Context: an optimization exercise on an open-source flow, tuned for small area, a short achievable clock period and few clock cycles per item. The choices shown serve that exercise and are no tape-out recipe. At most, simulation tests tie the RTL to the original design; equivalence was not proved. For runs 5 and 6, only the layout was checked, not whether the RTL still works. Power and IR drop assume default switching activity.

==> run.sh <==
#!/bin/bash
# synth_recipe.tcl (not shown) runs the flow's synth.tcl, then flattens the netlist and writes it again
# the make line also repeats each setting of config.mk as NAME=value (left out here)
make -C /OpenROAD-flow-scripts/flow DESIGN_CONFIG=/design/flow/config.mk WORK_HOME=/design/flow/orfs CLKGATE_MAP_FILE= SYNTH_SCRIPT=/design/flow/synth_recipe.tcl finish
==> config.mk <==
export PLATFORM = sky130hd
export DESIGN_NAME = cacheline_arbiter
export DESIGN_NICKNAME = cacheline_arbiter
export VERILOG_FILES = /design/flow/design.v
export SDC_FILE = /design/flow/constraint.sdc
export NUM_CORES = 4
export LEC_CHECK = 0
export CAP_MARGIN = 20
export CORE_AREA = 10 10 530 530
export DIE_AREA = 0 0 540 540
export SLEW_MARGIN = 20
==> constraint.sdc <==
create_clock -name core_clock -period 4.0 [get_ports {clk}]
set_input_delay 0.8000 -clock core_clock [delete_from_list [all_inputs] [get_ports {clk}]]
set_output_delay 0.8000 -clock core_clock [all_outputs]
set_load 0.01 [all_outputs]
==> design.v <==
module cacheline_arbiter #(
    parameter int LINE_W = 256,
    parameter int ADDR_W = 32
) (
    input  logic              clk,
    input  logic              rst,
    input  logic              i_read,
    input  logic [ADDR_W-1:0] i_address,
    output logic [LINE_W-1:0] i_rdata,
    output logic              i_resp,
    input  logic              d_read,
    input  logic              d_write,
    input  logic [ADDR_W-1:0] d_address,
    input  logic [LINE_W-1:0] d_wdata,
    output logic [LINE_W-1:0] d_rdata,
    output logic              d_resp,
    output logic              pmem_read,
    output logic              pmem_write,
    output logic [ADDR_W-1:0] pmem_address,
    output logic [LINE_W-1:0] pmem_wdata,
    input  logic [LINE_W-1:0] pmem_rdata,
    input  logic              pmem_resp
);
    localparam logic [ADDR_W-1:0] OFF_MASK = ADDR_W'((LINE_W / 8) - 1);
    typedef enum logic [2:0] {
        IDLE    = 3'd0,
        SERVE_I = 3'd1,
        SERVE_D = 3'd2,
        RESP_I  = 3'd3,
        RESP_D  = 3'd4
    } state_t;
    state_t            state_q, state_d;
    logic              last_d_q, last_d_d;        
    logic              pmem_read_q, pmem_read_d;
    logic              pmem_write_q, pmem_write_d;
    logic [ADDR_W-1:0] pmem_address_q, pmem_address_d;
    logic [LINE_W-1:0] pmem_wdata_q, pmem_wdata_d;
    logic [LINE_W-1:0] i_rdata_q, i_rdata_d;
    logic [LINE_W-1:0] d_rdata_q, d_rdata_d;
    logic              i_resp_q, i_resp_d;
    logic              d_resp_q, d_resp_d;
    logic              d_req;
    logic              grant_i;
    logic              grant_d;
    always_comb begin
        state_d        = state_q;
        last_d_d       = last_d_q;
        pmem_read_d    = pmem_read_q;
        pmem_write_d   = pmem_write_q;
        pmem_address_d = pmem_address_q;
        pmem_wdata_d   = pmem_wdata_q;
        i_rdata_d      = i_rdata_q;
        d_rdata_d      = d_rdata_q;
        i_resp_d       = 1'b0;
        d_resp_d       = 1'b0;
        d_req   = d_read | d_write;
        grant_d = d_req & (~i_read | ~last_d_q);
        grant_i = i_read & (~d_req | last_d_q);
        unique case (state_q)
            IDLE: begin
                if (grant_d) begin
                    state_d        = SERVE_D;
                    last_d_d       = 1'b1;
                    pmem_address_d = d_address & ~OFF_MASK;
                    pmem_write_d   = d_write;
                    pmem_read_d    = ~d_write;
                    pmem_wdata_d   = d_wdata;
                end else if (grant_i) begin
                    state_d        = SERVE_I;
                    last_d_d       = 1'b0;
                    pmem_address_d = i_address & ~OFF_MASK;
                    pmem_write_d   = 1'b0;
                    pmem_read_d    = 1'b1;
                end
            end
            SERVE_I: begin
                if (pmem_resp) begin
                    state_d     = RESP_I;
                    i_rdata_d   = pmem_rdata;
                    i_resp_d    = 1'b1;
                    pmem_read_d = 1'b0;
                    pmem_write_d = 1'b0;
                end
            end
            SERVE_D: begin
                if (pmem_resp) begin
                    state_d = RESP_D;
                    if (pmem_read_q) begin
                        d_rdata_d = pmem_rdata;
                    end
                    d_resp_d     = 1'b1;
                    pmem_read_d  = 1'b0;
                    pmem_write_d = 1'b0;
                end
            end
            RESP_I:  state_d = IDLE;
            RESP_D:  state_d = IDLE;
            default: state_d = IDLE;
        endcase
    end
    always_ff @(posedge clk) begin
        if (rst) begin
            state_q        <= IDLE;
            last_d_q       <= 1'b0;
            pmem_read_q    <= 1'b0;
            pmem_write_q   <= 1'b0;
            pmem_address_q <= '0;
            pmem_wdata_q   <= '0;
            i_rdata_q      <= '0;
            d_rdata_q      <= '0;
            i_resp_q       <= 1'b0;
            d_resp_q       <= 1'b0;
        end else begin
            state_q        <= state_d;
            last_d_q       <= last_d_d;
            pmem_read_q    <= pmem_read_d;
            pmem_write_q   <= pmem_write_d;
            pmem_address_q <= pmem_address_d;
            pmem_wdata_q   <= pmem_wdata_d;
            i_rdata_q      <= i_rdata_d;
            d_rdata_q      <= d_rdata_d;
            i_resp_q       <= i_resp_d;
            d_resp_q       <= d_resp_d;
        end
    end
    assign pmem_read    = pmem_read_q;
    assign pmem_write   = pmem_write_q;
    assign pmem_address = pmem_address_q;
    assign pmem_wdata   = pmem_wdata_q;
    assign i_rdata      = i_rdata_q;
    assign d_rdata      = d_rdata_q;
    assign i_resp       = i_resp_q;
    assign d_resp       = d_resp_q;
endmodule
==> results of run 1 <==
[sequential cells by signal, indices dropped and copies added, names as in the netlist]
name            cells
d_rdata_q         256
d_resp_q            1
i_rdata_q         256
i_resp_q            1
last_d_q            1
pmem_address_q     27
pmem_read_q         1
pmem_wdata_q      256
pmem_write_q        1
state_q             3
[through the flow]
step / cell area [µm²] / util (%) / total power [mW] / hold slack [ns] / instances
3_3_place_gp: 47300 / 17.6 / 13.4 / 0.442 / 8270
6_report: 50800 / 18.9 / 22.6 / 0.451 / 8516
4_1_cts: 50600 / 18.8 / 22.9 / 0.449 / 8450
5_1_grt: 50700 / 18.9 / 23.5 / 0.466 / 8474
2_1_floorplan: 29800 / - / 10.6 / 0.479 / 3653
3_5_place_dp: 47300 / 17.6 / 13.4 / 0.446 / 8270
[power by group]
part | leakage [nW] | switching [mW] | internal (mW)
combinational | 7.90 | 2.86 | 1.73
clock | 1.64 | 3.95 | 5.43
sequential | 6.53 | 0.245 | 8.42
total | 16.1 | 7.06 | 15.6
[layer usage]
layer	vias to the layer above	GRT usage (%)
met5	-	0
met4	56	4.61
met3	432	10.3
met2	1778	24.9
met1	16200	21.0
li1	15100	-
[cells in the mapped netlist, drive strengths merged]
cell type,n,share of area [%]
dfxtp,803,54
a21oi,797,13
nand2,570,7.2
o21ai,513,8.6
nand3,512,8.6
clkbuf,237,3.1
buf,161,3.4
a311oi,27,0.79
nor2,4,0.11
inv,3,0.038
nor3,3,0.11
mux2i,2,0.067
nand4bb,2,0.076
or3,2,0.042
a211o,1,0.029
a211oi,1,0.025
a21bo,1,0.034
a2bb2oi,1,0.050
and4bb,1,0.042
conb,1,0.013
nor4,1,0.021
nor4bb,1,0.034
o2111ai,1,0.029
o211ai,1,0.025
o2bb2ai,1,0.050
o32ai,1,0.092
xnor2,1,0.029
[worst paths after layout]
| check | slack (ns) | cells past startpoint | end | start |
|---|---|---|---|---|
| setup / recovery | 1.07 | 1 | pmem_read | pmem_read_q |
| hold / removal | 0.45 | 2 | i_rdata_q[134] | i_rdata_q[134] |
| setup reg to reg | 1.56 | 4 | pmem_wdata_q[161] | state_q[2] |
| hold reg to reg | 0.45 | 2 | i_rdata_q[134] | i_rdata_q[134] |
[kinds of logic after synthesis]
kind of cell	synth area share, %
other	0.0126
flip-flops	54.0
XOR/XNOR	0.0294
AO/OA/AOI/OAI	23.2
buffers and inverters	6.50
multiplexers	0.0673
AND/OR/NAND/NOR	16.2
[layout by cell type (no fill, tap or decap), types with 56 or more instances in the layout]
| master | count |
|---|---|
| dfxtp_1 | 802 |
| clkbuf_16 | 101 |
| diode_2 | 65 |
| o21ai_1 | 221 |
| o21ai_0 | 291 |
| buf_4 | 56 |
| a21oi_1 | 797 |
| nand3_1 | 512 |
| clkdlybuf4s50_1 | 1369 |
| nand2_1 | 570 |
[layout make-up]
cell class / instances / area, µm² / area share [%]
diodes: 65 / 163 / 0.320
clock buffers: 148 / 2980 / 5.88
repair buffers: 1464 / 14900 / 29.4
multi-input cells: 2449 / 11900 / 23.3
inverters: 3 / 18.8 / 0.0370
well taps: 3552 / 4440 / 8.75
clock inverters: 32 / 327 / 0.643
flip-flops and latches: 803 / 16100 / 31.7
==> impl_metrics.yaml, run 1 <==
power:
  p_leak_nw: 16.1
  power_density_nw_per_um2: 446
  irDropWorstVdd_uv: 332
synthesis:
  yosysUniqueCellTypes: 37
  ys_seq_area_share_pct: 54.0
  ys_seq_elements: 803
  syn_avg_cell_area_um2: 8.16
  synth_area_um2: 29800
  yosysWarnings: 1
  syn_inst: 3649
floorplanning:
  rows: 190
  core_um2: 269000
  dieArea_um2: 292000
  start_util_pct: 11.1
  die_w_um: 540
  io_pins: 1386
  fp.dieH_um: 540
timing:
  hold_violations: 0
  setup_slack_ns: 1.07
  fin_crit_sh_pct: 73.3
  max_freq_ghz: 0.341
  relSlewSlack_pct: 31.0
  fin_crit_ns: 2.93
  setup_tns_ns: 0
  rsz0062_at_grt: "no"
  slew_viol_final: 0
  skew_ns: 0.0655
  worstMarginPinSlew_ns: 1.03
  finalSetupViolations: 0
cts:
  clkSinkCount: 803
  h-tree-depth: 3
  clock_latency_ns: 0.82
  cts_hold_buf: 0
  clk_pin_slew_ns: 0.06
  cts_resized: 0
  cts_tree: "done"
  cts_inserted_buffers: 101
  clockBufferDepth: 4
  cts-root-buf: "clkbuf_16"
  post_cts_buffers: 0
place:
  hpwl_um: 223000
  dp_slack_ns: 0.864
  port_buffers: 1370
  routabilityCongestion: 0.935
routing:
  avgViaCountPerCell: 3.95
  wl_um: 266000
  ant_nets: 0
  num_vias: 33600
  drc: 0
  dr.pass1.iters: 5
  wl_met2_um: 109000
  wl_met1_um: 110000
  routed.top_layer: "met5"
  drt_iter0_drc: 3265
  wl_per_cell_um: 31.2
  routed-wl-met3_um: 38400
layout:
  fillers: 30200
  drive_above_1_share_pct: 5.53
  final_net_count: 5404
  syn_to_final_growth_pct: 70.6
worst_setup_path:
  cpMaxStageDelayCell: "dfxtp_4"
  path_buf_inv: 1
  path_class: "reg -> out"
  crit_arrival_ns: 2.13
  cp.required_ns: 3.20
  slowest_delay_ns: 0.66
  end_kind: "output port"
  startpoint_type: "register"
  crit_family: "flip-flops"
  cp_cell_sequence: "clkdlybuf4s50_1"
  cp_max_fo: 26
outcome:
  status: "finished clean"
global_routing:
  antenna_found_initial: 195
  grt_pass1_vias: 31200
  grt_start_max_net_pins: 133
  overflow: 0
  grtUsageTotal_pct: 17.1
  grt_pass1_wl_um: 334000
hold_path:
  hold_path.class: "reg -> reg"
run:
  max_cap_viol_count: 0
Testbench counts, summed over its fixed seeds: cycles 15,149, items 2,560.
==> inputs of run 2 (changes only) <==
==> design.v (replaced) <==
module cacheline_arbiter #(
    parameter int LINE_W = 256,
    parameter int ADDR_W = 32
) (
    input  logic              clk,
    input  logic              rst,
    input  logic              i_read,
    input  logic [ADDR_W-1:0] i_address,
    output logic [LINE_W-1:0] i_rdata,
    output logic              i_resp,
    input  logic              d_read,
    input  logic              d_write,
    input  logic [ADDR_W-1:0] d_address,
    input  logic [LINE_W-1:0] d_wdata,
    output logic [LINE_W-1:0] d_rdata,
    output logic              d_resp,
    output logic              pmem_read,
    output logic              pmem_write,
    output logic [ADDR_W-1:0] pmem_address,
    output logic [LINE_W-1:0] pmem_wdata,
    input  logic [LINE_W-1:0] pmem_rdata,
    input  logic              pmem_resp
);
    localparam int OFF_W = 5;   
    logic              busy_q;         
    logic              own_q;          
    logic              last_d_q;       
    logic              pmem_read_q, pmem_write_q;
    logic              i_resp_q, d_resp_q;
    logic [LINE_W-1:0] i_rdata_q, d_rdata_q;
    logic d_req, done, free, elig_i, elig_d, grant_i, grant_d;
    always_comb begin
        d_req   = d_read | d_write;
        done    = busy_q & pmem_resp;
        free    = ~busy_q | pmem_resp;
        elig_i  = i_read & ~i_resp_q & ~(busy_q & ~own_q);
        elig_d  = d_req  & ~d_resp_q & ~(busy_q &  own_q);
        grant_d = elig_d & (~elig_i | ~last_d_q);
        grant_i = elig_i & (~elig_d |  last_d_q);
    end
    always_ff @(posedge clk) begin
        if (rst) begin
            busy_q       <= 1'b0;
            own_q        <= 1'b0;
            last_d_q     <= 1'b0;
            pmem_read_q  <= 1'b0;
            pmem_write_q <= 1'b0;
            i_resp_q     <= 1'b0;
            d_resp_q     <= 1'b0;
        end else begin
            i_resp_q <= done & ~own_q;
            d_resp_q <= done &  own_q;
            if (free) begin
                busy_q       <= grant_i | grant_d;
                own_q        <= grant_d;
                pmem_read_q  <= grant_i | (grant_d & ~d_write);
                pmem_write_q <= grant_d & d_write;
                if (grant_i | grant_d) last_d_q <= grant_d;
            end
        end
    end
    always_ff @(posedge clk) begin
        if (done & ~own_q) i_rdata_q <= pmem_rdata;
        if (done & own_q & pmem_read_q) d_rdata_q <= pmem_rdata;
    end
    assign pmem_read    = pmem_read_q;
    assign pmem_write   = pmem_write_q;
    assign pmem_address = {own_q ? d_address[ADDR_W-1:OFF_W] : i_address[ADDR_W-1:OFF_W], OFF_W'(0)};
    assign pmem_wdata   = d_wdata;
    assign i_rdata      = i_rdata_q;
    assign d_rdata      = d_rdata_q;
    assign i_resp       = i_resp_q;
    assign d_resp       = d_resp_q;
endmodule
==> flow/run.sh (new file) <==
#!/bin/bash
# Standard layout, with the port buffers made from sky130_fd_sc_hd__buf_1 instead of the
# buffer the placer would pick on its own. Each tool's output is kept in a log here.
set -euo pipefail
export BUFFER_PORTS_ARGS="-buffer_cell sky130_fd_sc_hd__buf_1"
bash standard.sh > standard_flow.log 2>&1
==> standard.sh (new file) <==
#!/bin/bash
# synth_recipe.tcl (not shown) runs the flow's synth.tcl, then flattens the netlist and writes it again
# the make line also repeats each setting of config.mk as NAME=value (left out here)
make -C /OpenROAD-flow-scripts/flow DESIGN_CONFIG=/design/flow/config.mk WORK_HOME=/design/flow/orfs CLKGATE_MAP_FILE= SYNTH_SCRIPT=/design/flow/synth_recipe.tcl "${@:-finish}"
--- a/config.mk
+++ b/config.mk
@@ -6,6 +6,6 @@
 export NUM_CORES = 4
 export LEC_CHECK = 0
 export CAP_MARGIN = 20
-export CORE_AREA = 10 10 530 530
-export DIE_AREA = 0 0 540 540
+export CORE_AREA = 6 6 294 294
+export DIE_AREA = 0 0 300 300
 export SLEW_MARGIN = 20
removed: run.sh
==> run 2 against run 1 <==
Synthesized cell count shrank 77%. Synthesized area decreased by 40%. The flow now stops in I/O pin placement.
==> impl_metrics.yaml, run 2 <==
synthesis:
  synth_top_cell_area_share_pct: 85.5
  syn_avg_cell_area_um2: 21.4
  ys_top_cells_by_count: "edfxtp_1 (512), buf_4 (263), mux2_2 (27), nor2_1 (8), dfxtp_1 (7)"
  synth_edf_count: 512
  synth_area_leader_cell: "edfxtp_1"
  synth-async-reset-ratio_pct: 0
  yosysWarnings: 1
  ys_seq_area_share_pct: 86.3
  synth-main-ff-cell: "edfxtp_1"
  syn_inst: 840
  synth_area_um2: 18000
  ys_seq_elements: 519
  synthTopCellsByArea: "edfxtp_1 (86%), buf_4 (11%), mux2_2 (1.7%)"
  synth_most_common_cell: "edfxtp_1"
  yosysUniqueCellTypes: 24
outcome:
  status: "aborted with a tool error"
  error_line: "[ERROR PPL-0024] Number of IO pins (1386) exceeds maximum number of available positions (1082). Increase the die perimeter from 1200.00um to 1884.96um."
  haltStage: "I/O pin placement"
floorplanning:
  fp.dieH_um: 300
  die_w_um: 300
  rows: 105
  start_util_pct: 21.9
## run 2: cell types whose count changed after synthesis, sizes merged, moves of 511 or more
cell    before  now
a21oi      797    3
dfxtp      803    7
edfxtp       0  512
nand2      570    3
nand3      512    0
o21ai      513    2
## run 2: logic make-up after synthesis
logic type	Yosys count	synth area share, %
compound gates	9	0.390
buf+inv	265	11.0
simple gates	19	0.557
other cells	1	0.0209
mux	27	1.69
flops	519	86.3
Testbench counts of run 2, summed over its fixed seeds: cycles 10,045, items 2,560.
==> inputs of run 3 (changes only) <==
--- a/config.mk
+++ b/config.mk
@@ -8,4 +8,5 @@
 export CAP_MARGIN = 20
 export CORE_AREA = 6 6 294 294
 export DIE_AREA = 0 0 300 300
+export SETUP_SLACK_MARGIN = 1.5
 export SLEW_MARGIN = 20
==> run 3 against run 2 <==
The run again fails in I/O pin placement. Synthesized cell count did not move. Synthesized area unchanged.
==> impl_metrics.yaml, run 3 <==
outcome:
  status: "aborted with a tool error"
  haltStage: "I/O pin placement"
  error_line: "[ERROR PPL-0024] Number of IO pins (1386) exceeds maximum number of available positions (1082). Increase the die perimeter from 1200.00um to 1884.96um."
floorplanning:
  fp.dieH_um: 300
  start_util_pct: 21.9
  rows: 105
  die_w_um: 300
synthesis:
  yosysWarnings: 1
  yosysUniqueCellTypes: 24
  synth_edf_count: 512
  synth_area_leader_cell: "edfxtp_1"
  syn_inst: 840
  ys_seq_elements: 519
  synth-main-ff-cell: "edfxtp_1"
  synth-async-reset-ratio_pct: 0
  synth_top_cell_area_share_pct: 85.5
  synth_most_common_cell: "edfxtp_1"
  ys_top_cells_by_count: "edfxtp_1 (512), buf_4 (263), mux2_2 (27), nor2_1 (8), dfxtp_1 (7)"
  syn_avg_cell_area_um2: 21.4
  synth_area_um2: 18000
  synthTopCellsByArea: "edfxtp_1 (86%), buf_4 (11%), mux2_2 (1.7%)"
  ys_seq_area_share_pct: 86.3
-- run 3: cell families after synthesis --
family                 after synthesis  share of synthesized area [%]
AND/OR/NAND/NOR                     19                          0.557
other                                1                         0.0209
multiplexers                        27                           1.69
flip-flops                         519                           86.3
AO/OA/AOI/OAI                        9                          0.390
buffers and inverters              265                           11.0
==> inputs of run 4 (changes only) <==
==> run.sh (new file) <==
#!/bin/bash
# synth_recipe.tcl (not shown) runs the flow's synth.tcl, then flattens the netlist and writes it again
# the make line also repeats each setting of config.mk as NAME=value (left out here)
make -C /OpenROAD-flow-scripts/flow DESIGN_CONFIG=/design/flow/config.mk WORK_HOME=/design/flow/orfs CLKGATE_MAP_FILE= SYNTH_SCRIPT=/design/flow/synth_recipe.tcl finish
--- a/config.mk
+++ b/config.mk
@@ -6,7 +6,6 @@
 export NUM_CORES = 4
 export LEC_CHECK = 0
 export CAP_MARGIN = 20
-export CORE_AREA = 6 6 294 294
-export DIE_AREA = 0 0 300 300
-export SETUP_SLACK_MARGIN = 1.5
+export CORE_AREA = 10 10 530 530
+export DIE_AREA = 0 0 540 540
 export SLEW_MARGIN = 20
removed: flow/run.sh
removed: standard.sh
==> run 4 against run 3 <==
Now clean on timing, DRC and antenna. Synthesized cell count stayed put. Synthesized area did not move.
==> impl_metrics.yaml, run 4 <==
worst_setup_path:
  cp_max_fo: 29
  slowest_delay_ns: 0.74
  startpoint_type: "register"
  cp_cell_sequence: "buf_4 -> mux2_2 -> clkdlybuf4s50_1"
  cp.required_ns: 3.20
  crit_arrival_ns: 2.78
  timing.rr.end: "d_rdata_q[251]"
  r2r_start: "own_q"
  reg2reg_depth: 5
  r2r_slack_ns: 1.51
  end_kind: "output port"
  path_class: "reg -> out"
  cpMaxStageDelayCell: "clkdlybuf4s50_1"
synthesis:
  synth_top_cell_area_share_pct: 85.5
  ys_seq_elements: 519
  synth_most_common_cell: "edfxtp_1"
  syn_inst: 840
  yosysWarnings: 1
  yosysUniqueCellTypes: 24
  synth-async-reset-ratio_pct: 0
  ys_top_cells_by_count: "edfxtp_1 (512), buf_4 (263), mux2_2 (27), nor2_1 (8), dfxtp_1 (7)"
  synthTopCellsByArea: "edfxtp_1 (86%), buf_4 (11%), mux2_2 (1.7%)"
  syn_avg_cell_area_um2: 21.4
  synth_area_um2: 18000
  ys_seq_area_share_pct: 86.3
  synth_edf_count: 512
  synth-main-ff-cell: "edfxtp_1"
  synth_area_leader_cell: "edfxtp_1"
layout:
  fillers: 30000
  multi_input_area_um2: 515
  final_common_cell: "clkdlybuf4s50_1"
  syn_to_final_growth_pct: 75.2
  final_cell_mix: "clkdlybuf4s50_1 (844), edfxtp_1 (512), clkbuf_16 (57)"
  largestRegisters: "d_rdata_q: 256 flops, i_rdata_q: 256 flops"
  finalCoreUtilization_pct: 11.7
  final_net_count: 2113
  instances_no_fill: 5172
  drive_above_1_share_pct: 10.7
  regArea_um2: 15500
cts:
  cts_inserted_buffers: 57
  h-tree-depth: 2
  cts_hold_buf: 0
  clkSinkCount: 519
  clk_pin_slew_ns: 0.06
  cts-root-buf: "clkbuf_16"
  clock_latency_ns: 0.71
  cts_tree: "done"
  cts_resized: 0
  post_cts_buffers: 0
  clockBufferDepth: 3
place:
  hpwl_um: 158000
  routabilityCongestion: 0.866
  dp_slack_ns: 0.817
  port_buffers: 858
  dp.cells: 5024
global_routing:
  grtUsageTotal_pct: 11.2
  grt_pass1_vias: 11100
  overflow: 0
  grt_pass1_wl_um: 198000
  grt_start_max_net_pins: 71
  antenna_found_initial: 164
outcome:
  status: "finished clean"
timing:
  finalSetupViolations: 0
  skew_ns: 0.0516
  worstMarginPinSlew_ns: 0.812
  fin_crit_sh_pct: 89.5
  setup_slack_ns: 0.418
  rsz0062_at_grt: "no"
  slew_viol_final: 0
  fin_crit_ns: 3.58
  setup_tns_ns: 0
  relSlewSlack_pct: 45.7
  max_freq_ghz: 0.279
  hold_violations: 0
floorplanning:
  dieArea_um2: 292000
  die_w_um: 540
  fp.dieH_um: 540
  core_um2: 269000
  io_pins: 1386
  start_util_pct: 6.69
  rows: 190
power:
  p_seq_share_pct: 48.1
  cellInternalPower_mw: 9.95
  netSwitchingFraction_pct: 23.1
  irDropWorstVdd_uv: 258
  p_leak_nw: 9.43
  combPwrFrac_pct: 9.4
  pwr-share-clk_pct: 42.6
  power_density_nw_per_um2: 411
  p_sw_mw: 2.99
hold_path:
  hold_path.class: "reg -> reg"
  worstHoldEndpoint: "pmem_write_q"
  min-delay-start: "pmem_write_q"
  hold_depth: 2
routing:
  ant_nets: 0
  drt_iter0_drc: 734
  avgViaCountPerCell: 2.18
  wl_per_cell_um: 33.2
  num_vias: 11300
  dr.pass1.iters: 5
  wl_um: 172000
  drc: 0
run:
  max_cap_viol_count: 0
-- run 4: worst max path at each step --
stage / startpoint / endpoint / slack, ns / depth (start not counted)
detailed placement: d_address[14] / pmem_address[14] / 0.82 / 3
global placement: d_address[14] / pmem_address[14] / 0.80 / 3
CTS: own_q / pmem_address[22] / 0.25 / 3
floorplan: pmem_resp / d_rdata_q[0] / -1.05 / 2
finish: own_q / pmem_address[26] / 0.42 / 3
global route: own_q / pmem_address[22] / 0.25 / 3
-- run 4: cells by family (layout without fill, tap and decap cells) --
group | count (synthesis) | count (layout) | share of synthesized area (%)
muxes | 27 | 27 | 1.69
and+or+nand+nor | 19 | 19 | 0.557
other | 1 | 45 | 0.0209
AOI/OAI and AO/OA | 9 | 9 | 0.390
DFF | 519 | 519 | 86.3
buffers and inverters | 265 | 1001 | 11.0
-- run 4: layout make-up --
class / count / area share, %
flip-flops and latches: 519 / 49.3
repair buffers: 892 / 28.4
well taps: 3552 / 14.1
clock buffers: 67 / 4.65
multi-input cells: 60 / 1.64
clock inverters: 41 / 1.54
diodes: 40 / 0.318
inverters: 1 / 0.0517
-- run 4: critical path, delay by kind of cell, from the launching register on --
kind	cells	cell delay, ns
buffers and inverters	2	1.18
multiplexers	1	0.45
flip-flops	1	0.34
-- run 4: stage by stage --
stage	total power, mW	instance area [µm²]	hold WS [ns]
2_1_floorplan	6.84	18000	0.466
3_3_place_gp	7.59	29400	0.469
3_5_place_dp	7.60	29400	0.471
4_1_cts	13.2	31400	0.483
5_1_grt	13.4	31400	0.496
6_report	12.9	31500	0.479
-- run 4: power by group through the flow --
stage	combinational, mW	sequential (mW)	clock [mW]
after floorplan	0.413	6.43	0
after global placement	1.26	6.33	0
after detailed placement	1.26	6.33	0
after CTS	1.27	6.22	5.73
after global routing	1.28	6.23	5.92
final	1.21	6.22	5.50
-- run 4: routing by layer --
metal	routed length, µm	track usage, %
met5	746	0
met4	4140	2.29
met1	42000	8.09
met3	42900	12.7
met2	82200	19.2
==> inputs of run 5 (changes only) <==
--- a/design.v
+++ b/design.v
@@ -28,6 +28,7 @@
     logic              pmem_read_q, pmem_write_q;
     logic              i_resp_q, d_resp_q;
     logic [LINE_W-1:0] i_rdata_q, d_rdata_q;
+    logic [ADDR_W-1:OFF_W] addr_q;     
     logic d_req, done, free, elig_i, elig_d, grant_i, grant_d;
     always_comb begin
         d_req   = d_read | d_write;
@@ -60,12 +61,16 @@
         end
     end
     always_ff @(posedge clk) begin
+        if (free ? grant_d : own_q) addr_q <= d_address[ADDR_W-1:OFF_W];
+        else                        addr_q <= i_address[ADDR_W-1:OFF_W];
+    end
+    always_ff @(posedge clk) begin
         if (done & ~own_q) i_rdata_q <= pmem_rdata;
         if (done & own_q & pmem_read_q) d_rdata_q <= pmem_rdata;
     end
     assign pmem_read    = pmem_read_q;
     assign pmem_write   = pmem_write_q;
-    assign pmem_address = {own_q ? d_address[ADDR_W-1:OFF_W] : i_address[ADDR_W-1:OFF_W], OFF_W'(0)};
+    assign pmem_address = {addr_q, OFF_W'(0)};
     assign pmem_wdata   = d_wdata;
     assign i_rdata      = i_rdata_q;
     assign d_rdata      = d_rdata_q;
==> flow/run.sh (new file) <==
#!/bin/bash
# Standard layout, with the port buffers made from sky130_fd_sc_hd__buf_1 instead of the
# buffer the placer would pick on its own, and pins allowed on every routing track.
# Each tool's output is kept in a log here.
set -euo pipefail
export BUFFER_PORTS_ARGS="-buffer_cell sky130_fd_sc_hd__buf_1"
export PLACE_PINS_ARGS="-min_distance 1 -min_distance_in_tracks"
bash standard.sh > standard_flow.log 2>&1
==> standard.sh (new file) <==
#!/bin/bash
# synth_recipe.tcl (not shown) runs the flow's synth.tcl, then flattens the netlist and writes it again
# the make line also repeats each setting of config.mk as NAME=value (left out here)
make -C /OpenROAD-flow-scripts/flow DESIGN_CONFIG=/design/flow/config.mk WORK_HOME=/design/flow/orfs CLKGATE_MAP_FILE= SYNTH_SCRIPT=/design/flow/synth_recipe.tcl "${@:-finish}"
--- a/config.mk
+++ b/config.mk
@@ -6,6 +6,6 @@
 export NUM_CORES = 4
 export LEC_CHECK = 0
 export CAP_MARGIN = 20
-export CORE_AREA = 10 10 530 530
-export DIE_AREA = 0 0 540 540
+export CORE_AREA = 5 5 245 245
+export DIE_AREA = 0 0 250 250
 export SLEW_MARGIN = 20
removed: run.sh
==> run 5 against run 4 <==
First-iteration DRC count grew 4.2%. Critical path depth grew 2. Via count shrank 4.2%. Clock-buffer cell count shrank 2.
==> impl_metrics.yaml, run 5 <==
outcome:
  status: "finished clean"
worst_setup_path:
  cpMaxStageDelayCell: "a21oi_4"
  cp_max_fo: 20
  cp.required_ns: 4.46
  path_class: "in -> reg"
  r2r_start: "own_q"
  startpoint_type: "primary input"
  cp_cell_sequence: "buf_1 -> nor2_1 -> a21oi_4 -> buf_4 -> mux2_4"
  slowest_delay_ns: 0.62
  timing.rr.end: "addr_q[26]"
  reg2reg_depth: 5
  crit_arrival_ns: 2.78
  r2r_slack_ns: 1.84
  end_kind: "register"
power:
  cellInternalPower_mw: 9.44
  irDropWorstVdd_uv: 338
  pwr-share-clk_pct: 40.2
  p_leak_nw: 7.20
  combPwrFrac_pct: 5.3
  p_seq_share_pct: 54.5
  netSwitchingFraction_pct: 21.2
  power_density_nw_per_um2: 525
  p_sw_mw: 2.53
run:
  max_cap_viol_count: 0
hold_path:
  worstHoldEndpoint: "d_rdata_q[248]"
  hold_path.class: "in -> reg"
  hold_depth: 1
  min-delay-start: "pmem_rdata[248]"
synthesis:
  synth-async-reset-ratio_pct: 0
  syn_avg_cell_area_um2: 21.4
  ys_seq_area_share_pct: 86.0
  yosysWarnings: 1
  synth_area_leader_cell: "edfxtp_1"
  synth_edf_count: 512
  yosysUniqueCellTypes: 25
  ys_seq_elements: 546
  synth_most_common_cell: "edfxtp_1"
  synthTopCellsByArea: "edfxtp_1 (82%), buf_4 (10%), dfxtp_1 (3.6%)"
  synth_area_um2: 18700
  synth-main-ff-cell: "edfxtp_1"
  ys_top_cells_by_count: "edfxtp_1 (512), buf_4 (261), dfxtp_1 (34), mux2_4 (19), nor2_1 (12)"
  synth_top_cell_area_share_pct: 82.3
  syn_inst: 873
routing:
  drt_iter0_drc: 765
  ant_nets: 0
  avgViaCountPerCell: 4.58
  wl_met1_um: 18000
  routed-wl-met3_um: 11800
  dr.pass1.iters: 22
  wl_per_cell_um: 27.4
  routed.top_layer: "met5"
  wl_met2_um: 30100
  drc: 0
  num_vias: 10800
  wl_um: 64800
floorplanning:
  rows: 88
  die_w_um: 250
  core_um2: 57400
  start_util_pct: 32.6
  io_pins: 1386
  dieArea_um2: 62500
  fp.dieH_um: 250
timing:
  max_freq_ghz: 0.432
  relSlewSlack_pct: 45.5
  finalSetupViolations: 0
  fin_crit_ns: 2.32
  setup_slack_ns: 1.68
  hold_violations: 0
  rsz0062_at_grt: "no"
  slew_viol_final: 0
  fin_worst_hold_slack_ns: 0.410
  skew_ns: 0.0131
  worstMarginPinSlew_ns: 0.817
  fin_crit_sh_pct: 57.9
cts:
  cts_hold_buf: 0
  clockBufferDepth: 3
  clock_latency_ns: 0.58
  cts_inserted_buffers: 55
  cts_resized: 0
  cts_tree: "done"
  cts-root-buf: "clkbuf_16"
  post_cts_buffers: 0
  h-tree-depth: 2
  clkSinkCount: 546
  clk_pin_slew_ns: 0.06
global_routing:
  antenna_found_initial: 16
  grt_start_max_net_pins: 119
  grtUsageTotal_pct: 19.1
  overflow: 0
  grt_pass1_vias: 11100
  grt_pass1_wl_um: 85600
place:
  postPlaceCellArea_um2: 21100
  port_buffers: 858
  dp_slack_ns: 1.06
  routabilityCongestion: 1.09
  hpwl_um: 52500
layout:
  final_cell_mix: "buf_1 (858), edfxtp_1 (512), clkbuf_16 (56)"
  drive_above_1_share_pct: 8.38
  largestRegisters: "d_rdata_q: 256 flops, i_rdata_q: 256 flops, addr_q: 27 flops"
  final_net_count: 2125
  syn_to_final_growth_pct: 22.1
  final_common_cell: "buf_1"
  stdcell_area_um2: 22800
==> run 5: cell count changes after synthesis, moves of 4 or more <==
cell | previous run | this run
dfxtp_1 | 7 | 34
mux2_2 | 27 | 8
mux2_4 | 0 | 19
nor2_1 | 8 | 12
==> run 5: power by group through the flow <==
| stage | combinational, mW | sequential, mW | clock [mW] |
|---|---|---|---|
| 2_1_floorplan | 0.443 | 6.75 | 0 |
| 3_3_place_gp | 0.617 | 6.64 | 0 |
| 3_5_place_dp | 0.631 | 6.64 | 0 |
| 4_1_cts | 0.634 | 6.53 | 4.95 |
| 5_1_grt | 0.672 | 6.54 | 5.19 |
| 6_report | 0.634 | 6.53 | 4.81 |
==> run 5: layer usage <==
| layer | global-route usage [%] | vias up |
|---|---|---|
| li1 | - | 4332 |
| met1 | 17.1 | 4943 |
| met2 | 30.8 | 1256 |
| met3 | 13.6 | 270 |
| met4 | 11.3 | 18 |
| met5 | 3.32 | - |
==> run 5: worst max-delay path: cells and delay by family <==
kind / cells / cell delay, ns
buffers and inverters: 2 / 0.87
AOI/OAI and AO/OA: 1 / 0.62
muxes: 1 / 0.31
and+or+nand+nor: 1 / 0.17
==> run 5: metrics by stage <==
stage | utilization, % | cells | total power [mW] | setup TNS (ns)
after global placement | 36.7 | 2251 | 7.26 | 0
after global routing | 39.7 | 2360 | 12.4 | 0
after CTS | 39.7 | 2352 | 12.1 | 0
final | 39.7 | 2362 | 12.0 | 0
after floorplan | - | 877 | 7.20 | -525.89
after detailed placement | 36.7 | 2251 | 7.28 | 0
==> run 5: how the worst max path moves through the flow <==
stage | startpoint | endpoint | cells past startpoint
after floorplan | pmem_resp | d_rdata_q[0] | 2
after global placement | pmem_resp | addr_q[28] | 5
after detailed placement | pmem_resp | addr_q[22] | 5
after CTS | pmem_resp | addr_q[22] | 5
after global routing | pmem_resp | addr_q[22] | 5
final | pmem_resp | addr_q[26] | 5
==> run 5: cell type report <==
type	instances	area, µm²
diodes	10	25.0
clock buffers	65	1440
clock inverters	36	269
fillers	5333	34600
inverters	2	20.0
multi-input cells	65	642
flip-flops and latches	546	16100
well taps	765	957
repair buffers	873	3400
==> run 5: kinds of logic (layout without fill, tap and decap cells) <==
family                 count (synthesis)  in the layout  share of synthesized area (%)
muxes                                 27             27                           2.01
buffers and inverters                266            976                           10.8
DFF                                  546            546                           86.0
AOI/OAI and AO/OA                      9              9                          0.489
and+or+nand+nor                       24             24                          0.717
other                                  1             15                         0.0201
==> inputs of run 6 (changes only) <==
--- a/config.mk
+++ b/config.mk
@@ -8,4 +8,5 @@
 export CAP_MARGIN = 20
 export CORE_AREA = 5 5 245 245
 export DIE_AREA = 0 0 250 250
+export SETUP_SLACK_MARGIN = 1.5
 export SLEW_MARGIN = 20
==> run 6 against run 5 <==
Still clean on timing, DRC and antenna. Core utilization did not move. Combinational power barely moved. Sequential power barely moved. Total power stayed put. Clock-buffer cell count unchanged. Critical path type unchanged. Critical endpoint unchanged. Largest cell class unchanged.
==> impl_metrics.yaml, run 6 <==
outcome:
  status: "finished clean"
global_routing:
  overflow: 0
  grt_pass1_vias: 11100
  antenna_found_initial: 16
  grt_use_met1_pct: 17.1
  grtUsageTotal_pct: 19.1
  met3_usage_pct: 13.6
  use_met2_pct: 30.8
  grt_start_max_net_pins: 119
  grt_most_used_layer: "met2"
  grt_pass1_wl_um: 85600
hold_path:
  hold_depth: 1
  min-delay-start: "pmem_rdata[248]"
  hold_path.class: "in -> reg"
place:
  port_buffers: 858
  dp_slack_ns: 1.06
  routabilityCongestion: 1.09
  postPlaceCellArea_um2: 21100
  hpwl_um: 52500
timing:
  hold_violations: 0
  max_freq_ghz: 0.432
  rsz0062_at_grt: "no"
  fin_crit_ns: 2.32
  skew_ns: 0.0131
  relSlewSlack_pct: 45.5
  slew_viol_final: 0
  finalSetupViolations: 0
  setup_slack_ns: 1.68
  setup_tns_ns: 0
  worstMarginPinSlew_ns: 0.817
  fin_crit_sh_pct: 57.9
synthesis:
  ys_top_cells_by_count: "edfxtp_1 (512), buf_4 (261), dfxtp_1 (34), mux2_4 (19), nor2_1 (12)"
  synth_edf_count: 512
  synthTopCellsByArea: "edfxtp_1 (82%), buf_4 (10%), dfxtp_1 (3.6%)"
  syn_avg_cell_area_um2: 21.4
  yosysWarnings: 1
  yosysUniqueCellTypes: 25
  ys_seq_area_share_pct: 86.0
  syn_inst: 873
  ys_seq_elements: 546
  synth_area_leader_cell: "edfxtp_1"
  synth_top_cell_area_share_pct: 82.3
  synth_area_um2: 18700
  synth-main-ff-cell: "edfxtp_1"
  synth_most_common_cell: "edfxtp_1"
  synth-async-reset-ratio_pct: 0
power:
  netSwitchingFraction_pct: 21.2
  p_seq_share_pct: 54.5
  combPwrFrac_pct: 5.3
  p_sw_mw: 2.53
  pwr-share-clk_pct: 40.2
  p_leak_nw: 7.20
  power_density_nw_per_um2: 525
  cellInternalPower_mw: 9.44
  irDropWorstVdd_uv: 338
routing:
  ant_nets: 0
  num_vias: 10800
  drc: 0
  wl_um: 64800
  dr.pass1.iters: 22
  wl_per_cell_um: 27.4
  avgViaCountPerCell: 4.58
  drt_iter0_drc: 765
floorplanning:
  die_w_um: 250
  core_um2: 57400
  fp.dieH_um: 250
  dieArea_um2: 62500
  start_util_pct: 32.6
  rows: 88
  io_pins: 1386
worst_setup_path:
  reg2reg_depth: 5
  cp_cell_sequence: "buf_1 -> nor2_1 -> a21oi_4 -> buf_4 -> mux2_4"
  startpoint_type: "primary input"
  crit_family: "buffers and inverters"
  end_kind: "register"
  slowest_delay_ns: 0.62
  startpoint: "pmem_resp"
  path_buf_inv: 2
  path_class: "in -> reg"
  cpMaxStageDelayCell: "a21oi_4"
  crit_arrival_ns: 2.78
  cp_max_fo: 20
  cp.required_ns: 4.46
  r2r_start: "own_q"
  crit_cells: 5
cts:
  cts_inserted_buffers: 55
  clkSinkCount: 546
  cts_resized: 0
  post_cts_buffers: 0
  cts_hold_buf: 0
  cts-root-buf: "clkbuf_16"
  h-tree-depth: 2
  clock_latency_ns: 0.58
  clk_pin_slew_ns: 0.06
  clockBufferDepth: 3
  cts_tree: "done"
layout:
  drive_above_1_share_pct: 8.38
  syn_to_final_growth_pct: 22.1
  final_net_count: 2125
  finalCoreUtilization_pct: 39.7
  stdcell_area_um2: 22800
  final_cell_mix: "buf_1 (858), edfxtp_1 (512), clkbuf_16 (56)"
  final_common_cell: "buf_1"
  largestRegisters: "d_rdata_q: 256 flops, i_rdata_q: 256 flops, addr_q: 27 flops"
run:
  max_cap_viol_count: 0
[run 6: cell counts after synthesis]
Identical to the previous run, type by type.
[run 6: through the flow]
step	hold slack, ns	power (mW)	std cells
CTS	0.357	12.1	2352
floorplan	0.522	7.20	877
detailed placement	0.531	7.28	2251
global route	0.372	12.4	2360
global placement	0.543	7.26	2251
finish	0.410	12.0	2362
[run 6: cells by family (layout without fill, tap and decap cells)]
| kind of cell | after synthesis | count (layout) | synth area share [%] |
|---|---|---|---|
| and+or+nand+nor | 24 | 24 | 0.717 |
| other | 1 | 15 | 0.0201 |
| muxes | 27 | 27 | 2.01 |
| DFF | 546 | 546 | 86.0 |
| buffers and inverters | 266 | 976 | 10.8 |
| AOI/OAI and AO/OA | 9 | 9 | 0.489 |
[run 6: path summary, 6_finish.rpt]
kind / end / slack, ns
setup / recovery: addr_q[26] / 1.68
hold / removal: d_rdata_q[248] / 0.41
setup reg to reg: addr_q[26] / 1.84
hold reg to reg: pmem_write_q / 0.55
[run 6: cell type report]
cell class                      count  area (µm²)
Sequential cell                   546       16100
Multi-Input combinational cell     65         642
Timing Repair Buffer              873        3400
Clock inverter                     36         269
Fill cell                        5333       34600
Inverter                            2        20.0
Antenna cell                       10        25.0
Tap cell                          765         957
Clock buffer                       65        1440
[run 6: routing by layer]
| metal | wire, µm | up-vias | share of wire, % |
|---|---|---|---|
| li1 | - | 4332 | - |
| met1 | 18000 | 4943 | 28 |
| met2 | 30100 | 1256 | 46 |
| met3 | 11800 | 270 | 18 |
| met4 | 4440 | 18 | 6.8 |
| met5 | 352 | - | 0.54 |
[run 6: power groups by stage]
stage	Clock, mW	Sequential (mW)	Combinational, mW
finish	4.81	6.53	0.634
global route	5.19	6.54	0.672
CTS	4.95	6.53	0.634
detailed placement	0	6.64	0.631
global placement	0	6.64	0.617
floorplan	0	6.75	0.443

[port drivers added, routing unchanged]
How much do the figures lean on ideal ports? The routed layouts below were timed once more, with nothing changed but the port constraints. Step 1 assumes that a clkbuf_16 drives the clock port and a buf_2 every other input. Step 2, shift: input delay + t, output delay - t, t = (earliest + latest rising clock arrival at the registers) / 2. This alone moves slack from input paths to output paths. Three values: ideal ports, drivers, drivers and shift; two values: the first two.
run	shift t [ns]	slack for setup (ns)	worst slew at a driven data input, ns
run 1	0.861	1.068 / 0.993 / 0.692	0.45
run 4	0.760	0.418 / 0.348 / 0.820	0.34
run 5	0.637	1.684 / 1.709 / 1.073	0.17
run 6	0.637	1.684 / 1.709 / 1.073	0.17
After both steps every run listed still meets setup and hold.
